What follows belongs to an exercise in optimizing a design on an open flow for small area, a short achievable clock period and few clock cycles per item; a production flow would make more cautious choices.
Where RTL was checked, it was by simulation tests only, not by an equivalence proof against the original.

Setup of beta:
==> flow/design.v <==
package fspt_pkg;
	localparam int unsigned TICK_W  = 32;
	localparam int unsigned FRAME_W = 16;
	localparam int unsigned LOSS_W  = 8;
	localparam int unsigned LIMIT_W = TICK_W + LOSS_W;
	localparam logic [LOSS_W-1:0] LOSS_FRAMES_RESET = LOSS_W'(3);
	localparam logic REQ_CAPTURE = 1'b0;
	localparam logic REQ_POLL    = 1'b1;
	typedef struct packed {
		logic              req_type;
		logic [TICK_W-1:0] tick_value;
	} fspt_in_t;
	typedef struct packed {
		logic [FRAME_W-1:0] frame_count;
		logic [TICK_W-1:0]  last_capture;
		logic [TICK_W-1:0]  period_estimate;
		logic               in_sync;
		logic               sync_dropped;
	} fspt_out_t;
endpackage
module frame_sync_period_tracker (
	input  logic                                  clk,
	input  logic                                  arst_n,
	input  logic                                  cfg_we,
	input  logic [fspt_pkg::LOSS_W-1:0]           cfg_wdata,
	input  logic                                  in_valid,
	output logic                                  in_ready,
	input  fspt_pkg::fspt_in_t                    in_item,
	output logic                                  out_valid,
	input  logic                                  out_ready,
	output fspt_pkg::fspt_out_t                   out_item
);
	localparam int unsigned TW = fspt_pkg::TICK_W;
	logic                            h_valid;
	logic                            h_poll;
	logic [TW-1:0]                   h_tick;
	logic [TW-1:0]                   h_iv;       
	logic                            k_valid;
	logic                            k_poll;
	logic [TW-1:0]                   k_tick;
	logic                            out_valid_q;
	logic                            dropped_q;
	logic [fspt_pkg::LOSS_W-1:0]     loss_q;
	logic [fspt_pkg::FRAME_W-1:0]    frame_q;
	logic [TW-1:0]                   prev_q;
	logic [TW-1:0]                   period_q;
	logic                            locked_q;
	logic                            base_q;
	logic [TW:0]                     acc_q;      
	logic [2:0]                      idx_q;      
	logic                            lbit_q;     
	logic                            exact_q;
	logic                            accept;
	logic                            slot_free;
	logic                            wait_poll;
	logic                            advance;
	logic                            is_cap;
	logic                            is_poll;
	logic                            h_load;
	assign in_ready  = !k_valid;
	assign accept    = in_valid && !k_valid;
	assign slot_free = !out_valid_q || out_ready;
	assign is_cap    = h_valid && !h_poll && slot_free;
	assign is_poll   = h_valid && h_poll && slot_free && !wait_poll;
	assign advance   = is_cap || is_poll;
	assign h_load    = advance || !h_valid;
	assign out_valid = out_valid_q;
	assign out_item.frame_count     = frame_q;
	assign out_item.last_capture    = prev_q;
	assign out_item.period_estimate = period_q;
	assign out_item.in_sync         = locked_q;
	assign out_item.sync_dropped    = dropped_q;
	logic                            n_poll;
	logic [TW-1:0]                   n_tick;
	logic [TW-1:0]                   n_base;
	logic [TW-1:0]                   n_iv;
	logic                            n_co;
	assign n_poll = k_valid ? k_poll : in_item.req_type;
	assign n_tick = k_valid ? k_tick : in_item.tick_value;
	assign n_base = (h_valid && !h_poll) ? h_tick : prev_q;
	fspt_add #(.W(TW)) u_interval (.a(n_tick), .b(~n_base), .cin(1'b1), .sum(n_iv), .cout(n_co));
	always_ff @(posedge clk or negedge arst_n) begin
		if (!arst_n) begin
			h_valid <= 1'b0;
			k_valid <= 1'b0;
		end else begin
			if (h_load)
				h_valid <= k_valid || accept;
			if (advance)
				k_valid <= 1'b0;
			else if (h_valid && accept)
				k_valid <= 1'b1;
		end
	end
	always_ff @(posedge clk) begin
		if (h_load) begin
			h_poll <= n_poll;
			h_tick <= n_tick;
			h_iv   <= n_iv;
		end
		if (!k_valid) begin
			k_poll <= in_item.req_type;
			k_tick <= in_item.tick_value;
		end
	end
	logic [TW-1:0]                   e_a, e_b, e_c, e_s, e_k;
	logic [TW-1:0]                   ema;
	logic                            ema_co;
	assign e_a = period_q;
	assign e_b = ~(period_q >> 2);
	assign e_c = h_iv >> 2;
	assign e_s = e_a ^ e_b ^ e_c;
	assign e_k = {((e_a & e_b) | (e_a & e_c) | (e_b & e_c)), 1'b0};
	fspt_add #(.W(TW)) u_ema (.a(e_s), .b(e_k), .cin(1'b1), .sum(ema), .cout(ema_co));
	logic [TW-1:0]                   ge_d;
	logic                            ge_co;
	logic                            ge;
	logic                            loss_zero;
	logic                            can_drop;
	logic                            drop_now;
	fspt_add #(.W(TW)) u_ge (.a(h_iv), .b(~acc_q[TW-1:0]), .cin(1'b1), .sum(ge_d), .cout(ge_co));
	assign ge = !acc_q[TW] && ge_co;
	assign loss_zero = loss_q == '0;
	assign can_drop  = locked_q && (period_q != '0);
	assign drop_now  = can_drop && (loss_zero || (ge && exact_q));
	assign wait_poll = h_poll && can_drop && !loss_zero && ge && !exact_q;
	logic [TW-1:0]                   period_d;
	assign period_d = (is_cap && base_q) ? (locked_q ? ema : h_iv) : period_q;
	logic [2:0]                      top;
	logic [2:0]                      top_new;
	logic [2:0]                      top_rs;
	logic                            restart;
	logic [TW-1:0]                   pm;
	logic [TW:0]                     u_lo;
	logic                            u_co;
	logic                            ovf;
	always_comb begin
		top = 3'd0;
		for (int i = 1; i < 8; i++)
			if (loss_q[i]) top = 3'(i);
		top_new = 3'd0;
		for (int i = 1; i < 8; i++)
			if (cfg_wdata[i]) top_new = 3'(i);
	end
	assign restart = (is_cap && base_q) || cfg_we;
	assign top_rs  = cfg_we ? top_new : top;
	assign pm      = period_q & {TW{lbit_q}};
	fspt_add #(.W(TW+1)) u_horner (.a({acc_q[TW-1:0], 1'b0}), .b({1'b0, pm}), .cin(1'b0), .sum(u_lo), .cout(u_co));
	assign ovf     = acc_q[TW] || u_co || u_lo[TW];
	logic [2:0]                      idx_d;
	logic [fspt_pkg::LOSS_W-1:0]     loss_d;
	assign loss_d = cfg_we ? cfg_wdata : loss_q;
	assign idx_d  = restart ? (top_rs - 3'd1) : (!exact_q ? (idx_q - 3'd1) : idx_q);
	always_ff @(posedge clk or negedge arst_n) begin
		if (!arst_n) begin
			idx_q   <= 3'd0;
			lbit_q  <= 1'b0;
			exact_q <= 1'b0;
		end else begin
			idx_q  <= idx_d;
			lbit_q <= loss_d[idx_d];
			if (restart)
				exact_q <= top_rs == 3'd0;
			else if (!exact_q)
				exact_q <= idx_q == 3'd0;
		end
	end
	always_ff @(posedge clk) begin
		if (restart) begin
			acc_q <= {1'b0, period_d};
		end else if (!exact_q) begin
			acc_q <= {ovf, u_lo[TW-1:0]};
		end
	end
	always_ff @(posedge clk or negedge arst_n) begin
		if (!arst_n) begin
			out_valid_q <= 1'b0;
		end else if (advance) begin
			out_valid_q <= 1'b1;
		end else if (out_ready) begin
			out_valid_q <= 1'b0;
		end
	end
	always_ff @(posedge clk) begin
		if (advance) begin
			dropped_q <= h_poll && drop_now;
		end
	end
	always_ff @(posedge clk or negedge arst_n) begin
		if (!arst_n) begin
			loss_q   <= fspt_pkg::LOSS_FRAMES_RESET;
			frame_q  <= '0;
			prev_q   <= '0;
			period_q <= '0;
			locked_q <= 1'b0;
			base_q   <= 1'b0;
		end else begin
			if (cfg_we) begin
				loss_q <= cfg_wdata;
			end
			period_q <= period_d;
			if (is_cap) begin
				frame_q  <= frame_q + fspt_pkg::FRAME_W'(1);
				prev_q   <= h_tick;
				locked_q <= locked_q || base_q;
				base_q   <= 1'b1;
			end else if (is_poll && drop_now) begin
				locked_q <= 1'b0;
				base_q   <= 1'b0;
			end
		end
	end
endmodule
module fspt_add #(
	parameter int unsigned W = 32
) (
	input  logic [W-1:0] a,
	input  logic [W-1:0] b,
	input  logic         cin,
	output logic [W-1:0] sum,
	output logic         cout
);
	logic [W-1:0] p0, g0, g, p;
	assign p0 = a ^ b;
	assign g0 = a & b;
	always_comb begin
		g = g0;
		p = p0;
		g[0] = g0[0] | (p0[0] & cin);
		for (int l = 0; (1 << l) < W; l++) begin
			for (int j = 0; j < W; j++) begin
				if (((j >> l) & 1) != 0) begin
					g[j] = g[j] | (p[j] & g[((j >> l) << l) - 1]);
					p[j] = p[j] & p[((j >> l) << l) - 1];
				end
			end
		end
	end
	assign sum  = p0 ^ {g[W-2:0], cin};
	assign cout = g[W-1];
endmodule
clock: 8.0 ns
lec_check: 0
abc_area: 1
cap_margin: 20
core_margin: 2
core_utilization: 60
cts_cluster_diameter: 150
cts_cluster_size: 15
setup_slack_margin: 4.6
slew_margin: 20
standard.sh (not shown) runs the stock make flow with config.mk's settings and CLKGATE_MAP_FILE= SYNTH_SCRIPT=/design/flow/synth_recipe.tcl, a recipe that flattens the netlist after the stock synthesis.
==> flow/flow/run.sh <==
#!/bin/bash
# The standard layout (standard.sh: ORFS synthesis through finish), with
# one change: the buffers that ORFS puts on every input and output port are
# made from the plain sky130_fd_sc_hd__buf_1 cell instead of the delay-buffer
# cell buffer_ports picks by default. Timing repair may still resize them.
# ORFS's own per-step logs are kept under orfs/logs; the make output goes to
# standard.log in this folder.
set -euo pipefail
export BUFFER_PORTS_ARGS="-buffer_cell sky130_fd_sc_hd__buf_1"
bash standard.sh > standard.log 2>&1
Testbench counts of beta, summed over its fixed seeds: cycles 24,139, items 24,000.
The following lists how delta was set up differently from beta:
diff --git a/flow/design.v b/flow/design.v
--- a/flow/design.v
+++ b/flow/design.v
@@ -75,13 +75,13 @@
 	logic [TW-1:0]                   n_base;
 	logic [TW-1:0]                   n_iv;
 	logic                            n_co;
 	assign n_poll = k_valid ? k_poll : in_item.req_type;
 	assign n_tick = k_valid ? k_tick : in_item.tick_value;
 	assign n_base = (h_valid && !h_poll) ? h_tick : prev_q;
-	fspt_add #(.W(TW)) u_interval (.a(n_tick), .b(~n_base), .cin(1'b1), .sum(n_iv), .cout(n_co));
+	assign {n_co, n_iv} = {1'b0, n_tick} + {1'b0, ~n_base} + (TW+1)'(1);
 	always_ff @(posedge clk or negedge arst_n) begin
 		if (!arst_n) begin
 			h_valid <= 1'b0;
 			k_valid <= 1'b0;
 		end else begin
 			if (h_load)
@@ -115,13 +115,14 @@
 	logic [TW-1:0]                   ge_d;
 	logic                            ge_co;
 	logic                            ge;
 	logic                            loss_zero;
 	logic                            can_drop;
 	logic                            drop_now;
-	fspt_add #(.W(TW)) u_ge (.a(h_iv), .b(~acc_q[TW-1:0]), .cin(1'b1), .sum(ge_d), .cout(ge_co));
+	assign ge_d  = '0;
+	fspt_geq #(.W(TW)) u_ge (.a(h_iv), .b(acc_q[TW-1:0]), .ge(ge_co));
 	assign ge = !acc_q[TW] && ge_co;
 	assign loss_zero = loss_q == '0;
 	assign can_drop  = locked_q && (period_q != '0);
 	assign drop_now  = can_drop && (loss_zero || (ge && exact_q));
 	assign wait_poll = h_poll && can_drop && !loss_zero && ge && !exact_q;
 	logic [TW-1:0]                   period_d;
@@ -236,6 +237,28 @@
 			end
 		end
 	end
 	assign sum  = p0 ^ {g[W-2:0], cin};
 	assign cout = g[W-1];
 endmodule
+module fspt_geq #(
+	parameter int unsigned W = 32
+) (
+	input  logic [W-1:0] a,
+	input  logic [W-1:0] b,
+	output logic         ge
+);
+	logic [W-1:0] g, t;
+	always_comb begin
+		g = a & ~b;
+		t = a | ~b;
+		for (int l = 0; (1 << l) < W; l++) begin
+			for (int j = W - 1; j >= 0; j--) begin
+				if (((j + 1) % (2 << l)) == 0) begin
+					g[j] = g[j] | (t[j] & g[j - (1 << l)]);
+					t[j] = t[j] & t[j - (1 << l)];
+				end
+			end
+		end
+	end
+	assign ge = g[W-1] | t[W-1];
+endmodule
### Flow results
- delta vs. beta: maximum frequency saw an increase.
- Per the comparison of delta with beta, fraction of the cycle the final worst path needs saw a decrease; number of antenna violations at the first check in global routing saw little to no change; number of stages on the worst setup path saw a decrease.
- On worst setup slack, the lower figure sits with beta, not delta.
- Summary of delta over beta: biggest fanout along the worst timing path higher; total half-perimeter wirelength after legalization and detailed placement higher; die area lower; endpoint required time on the critical path lower; via count of the first global-routing pass roughly the same.
- On routed wire length, the higher figure sits with delta, not beta.
Testbench counts of delta, summed over its fixed seeds: cycles 24,139, items 24,000.

== JK ==
// frame_sync_period_tracker: RTL as listed in full above, without the edits since
clock: 8.0 ns
lec_check: 0
abc_area: 1
cap_margin: 20
core_margin: 2
core_utilization: 60
cts_cluster_diameter: 150
cts_cluster_size: 15
setup_slack_margin: 4.5
slew_margin: 20
Scripts as last shown in full above: flow/flow/run.sh
Testbench counts of JK, summed over its fixed seeds: cycles 24,139, items 24,000.
diff inputs: JK => MS
diff --git a/flow/design.v b/flow/design.v
--- a/flow/design.v
+++ b/flow/design.v
@@ -76,11 +76,11 @@
 	logic [TW-1:0]                   n_iv;
 	logic                            n_co;
 	assign n_poll = k_valid ? k_poll : in_item.req_type;
 	assign n_tick = k_valid ? k_tick : in_item.tick_value;
 	assign n_base = (h_valid && !h_poll) ? h_tick : prev_q;
-	fspt_add #(.W(TW)) u_interval (.a(n_tick), .b(~n_base), .cin(1'b1), .sum(n_iv), .cout(n_co));
+	assign {n_co, n_iv} = {1'b0, n_tick} + {1'b0, ~n_base} + (TW+1)'(1);
 	always_ff @(posedge clk or negedge arst_n) begin
 		if (!arst_n) begin
 			h_valid <= 1'b0;
 			k_valid <= 1'b0;
 		end else begin
==> run summary <==
Synthesized cell count: MS higher than JK. Relative to JK, overall routed net length has gone up in MS. Going from JK to MS, share of layout cells above drive strength 1 decreased by 1.2 points relative to the old numbers; final worst-path cycle share decreased by 0.61 points relative to the old numbers.
For MS, only the layout was checked, not whether the RTL still works.

Another version of the RTL of frame_sync_period_tracker (not shown whole).
Size in the first run: roughly 1,900 cells after synthesis, roughly 130 I/O pins, ~15,000 sq um of cells after synthesis.
Settings: LEC_CHECK=0, ABC_AREA=1, CAP_MARGIN=20, CORE_MARGIN=2, CORE_UTILIZATION=60, CTS_CLUSTER_DIAMETER=150, CTS_CLUSTER_SIZE=15, SETUP_SLACK_MARGIN=4.6, SLEW_MARGIN=20; clock period 8.0 ns.
Scripts as last shown in full above: flow/flow/run.sh
The starting point passed the timing, design-rule and antenna checks.
Testbench counts at the start, summed over its fixed seeds: cycles 24,139, items 24,000.
Rerun with:
--- a/flow/design.v
+++ b/flow/design.v
@@ -75,13 +75,13 @@
 	logic [TW-1:0]                   n_base;
 	logic [TW-1:0]                   n_iv;
 	logic                            n_co;
 	assign n_poll = k_valid ? k_poll : in_item.req_type;
 	assign n_tick = k_valid ? k_tick : in_item.tick_value;
 	assign n_base = (h_valid && !h_poll) ? h_tick : prev_q;
-	assign {n_co, n_iv} = {1'b0, n_tick} + {1'b0, ~n_base} + (TW+1)'(1);
+	fspt_add #(.W(TW)) u_interval (.a(n_tick), .b(~n_base), .cin(1'b1), .sum(n_iv), .cout(n_co));
 	always_ff @(posedge clk or negedge arst_n) begin
 		if (!arst_n) begin
 			h_valid <= 1'b0;
 			k_valid <= 1'b0;
 		end else begin
 			if (h_load)
@@ -143,13 +143,13 @@
 		for (int i = 1; i < 8; i++)
 			if (cfg_wdata[i]) top_new = 3'(i);
 	end
 	assign restart = (is_cap && base_q) || cfg_we;
 	assign top_rs  = cfg_we ? top_new : top;
 	assign pm      = period_q & {TW{lbit_q}};
-	fspt_add_bk #(.W(TW+1)) u_horner (.a({acc_q[TW-1:0], 1'b0}), .b({1'b0, pm}), .cin(1'b0), .sum(u_lo), .cout(u_co));
+	fspt_add #(.W(TW+1)) u_horner (.a({acc_q[TW-1:0], 1'b0}), .b({1'b0, pm}), .cin(1'b0), .sum(u_lo), .cout(u_co));
 	assign ovf     = acc_q[TW] || u_co || u_lo[TW];
 	logic [2:0]                      idx_d;
 	logic [fspt_pkg::LOSS_W-1:0]     loss_d;
 	assign loss_d = cfg_we ? cfg_wdata : loss_q;
 	assign idx_d  = restart ? (top_rs - 3'd1) : (!exact_q ? (idx_q - 3'd1) : idx_q);
 	always_ff @(posedge clk or negedge arst_n) begin
@@ -210,40 +210,12 @@
 				base_q   <= 1'b0;
 			end
 		end
 	end
 endmodule
 module fspt_add #(
-	parameter int unsigned W = 32
-) (
-	input  logic [W-1:0] a,
-	input  logic [W-1:0] b,
-	input  logic         cin,
-	output logic [W-1:0] sum,
-	output logic         cout
-);
-	logic [W-1:0] p0, g0, g, p;
-	assign p0 = a ^ b;
-	assign g0 = a & b;
-	always_comb begin
-		g = g0;
-		p = p0;
-		g[0] = g0[0] | (p0[0] & cin);
-		for (int l = 0; (1 << l) < W; l++) begin
-			for (int j = 0; j < W; j++) begin
-				if (((j >> l) & 1) != 0) begin
-					g[j] = g[j] | (p[j] & g[((j >> l) << l) - 1]);
-					p[j] = p[j] & p[((j >> l) << l) - 1];
-				end
-			end
-		end
-	end
-	assign sum  = p0 ^ {g[W-2:0], cin};
-	assign cout = g[W-1];
-endmodule
-module fspt_add_bk #(
 	parameter int unsigned W = 32
 ) (
 	input  logic [W-1:0] a,
 	input  logic [W-1:0] b,
 	input  logic         cin,
 	output logic [W-1:0] sum,
The changed run went through all stages and came out clean.
Non-clock buffer count came out higher by 53.
Sequential share of layout area came out lower by 0.58 points.
Routed wire length came out lower by 0.66%.
Via count came out lower by 6.7%.
Clock skew hardly moves.
Area after synthesis came out lower by about 4%.
Maximum frequency came out lower by 17%.
Worst hold slack is worse by 9.5 ps.
Synthesized cell count came out lower by 12%.
Critical path depth came out higher by 4.
For the second run of this note, only the layout was checked, not whether the RTL still works.

re-timing with driven ports:
How much do the figures lean on ideal ports? The routed layouts below were timed once more, with nothing changed but the port constraints. Step 1: set_driving_cell puts a clkbuf_16 on clk and a buf_2 on each other input, an assumption about the parent block. Step 2 moves the port delays by t, midway between the first and last clock arrival at a register: inputs arrive t later, outputs are due t later. That takes back most of the time a late clock gives input paths. Slacks: ideal ports / drivers / drivers and shift; pairs: ideal ports / drivers.
run	shift t [ns]	setup slack, ns	slew at the worst register clock pin (ns)
beta	0.537	4.585 / 4.594 / 4.057	0.08 / 0.08
delta	0.536	4.605 / 4.632 / 4.096	0.08 / 0.08
JK	0.548	4.597 / 4.627 / 4.079	0.08 / 0.08
MS	0.546	4.646 / 4.642 / 4.128	0.08 / 0.08
the first run of note 3	0.549	4.719 / 4.742 / 4.195	0.08 / 0.08
the second run of note 3	0.534	4.025 / 4.055 / 3.521	0.08 / 0.08
After both steps setup and hold are still met in every run listed. The setup slack of beta, which loses most, moves by +0.009 ns with the drivers and by -0.528 ns with both steps.
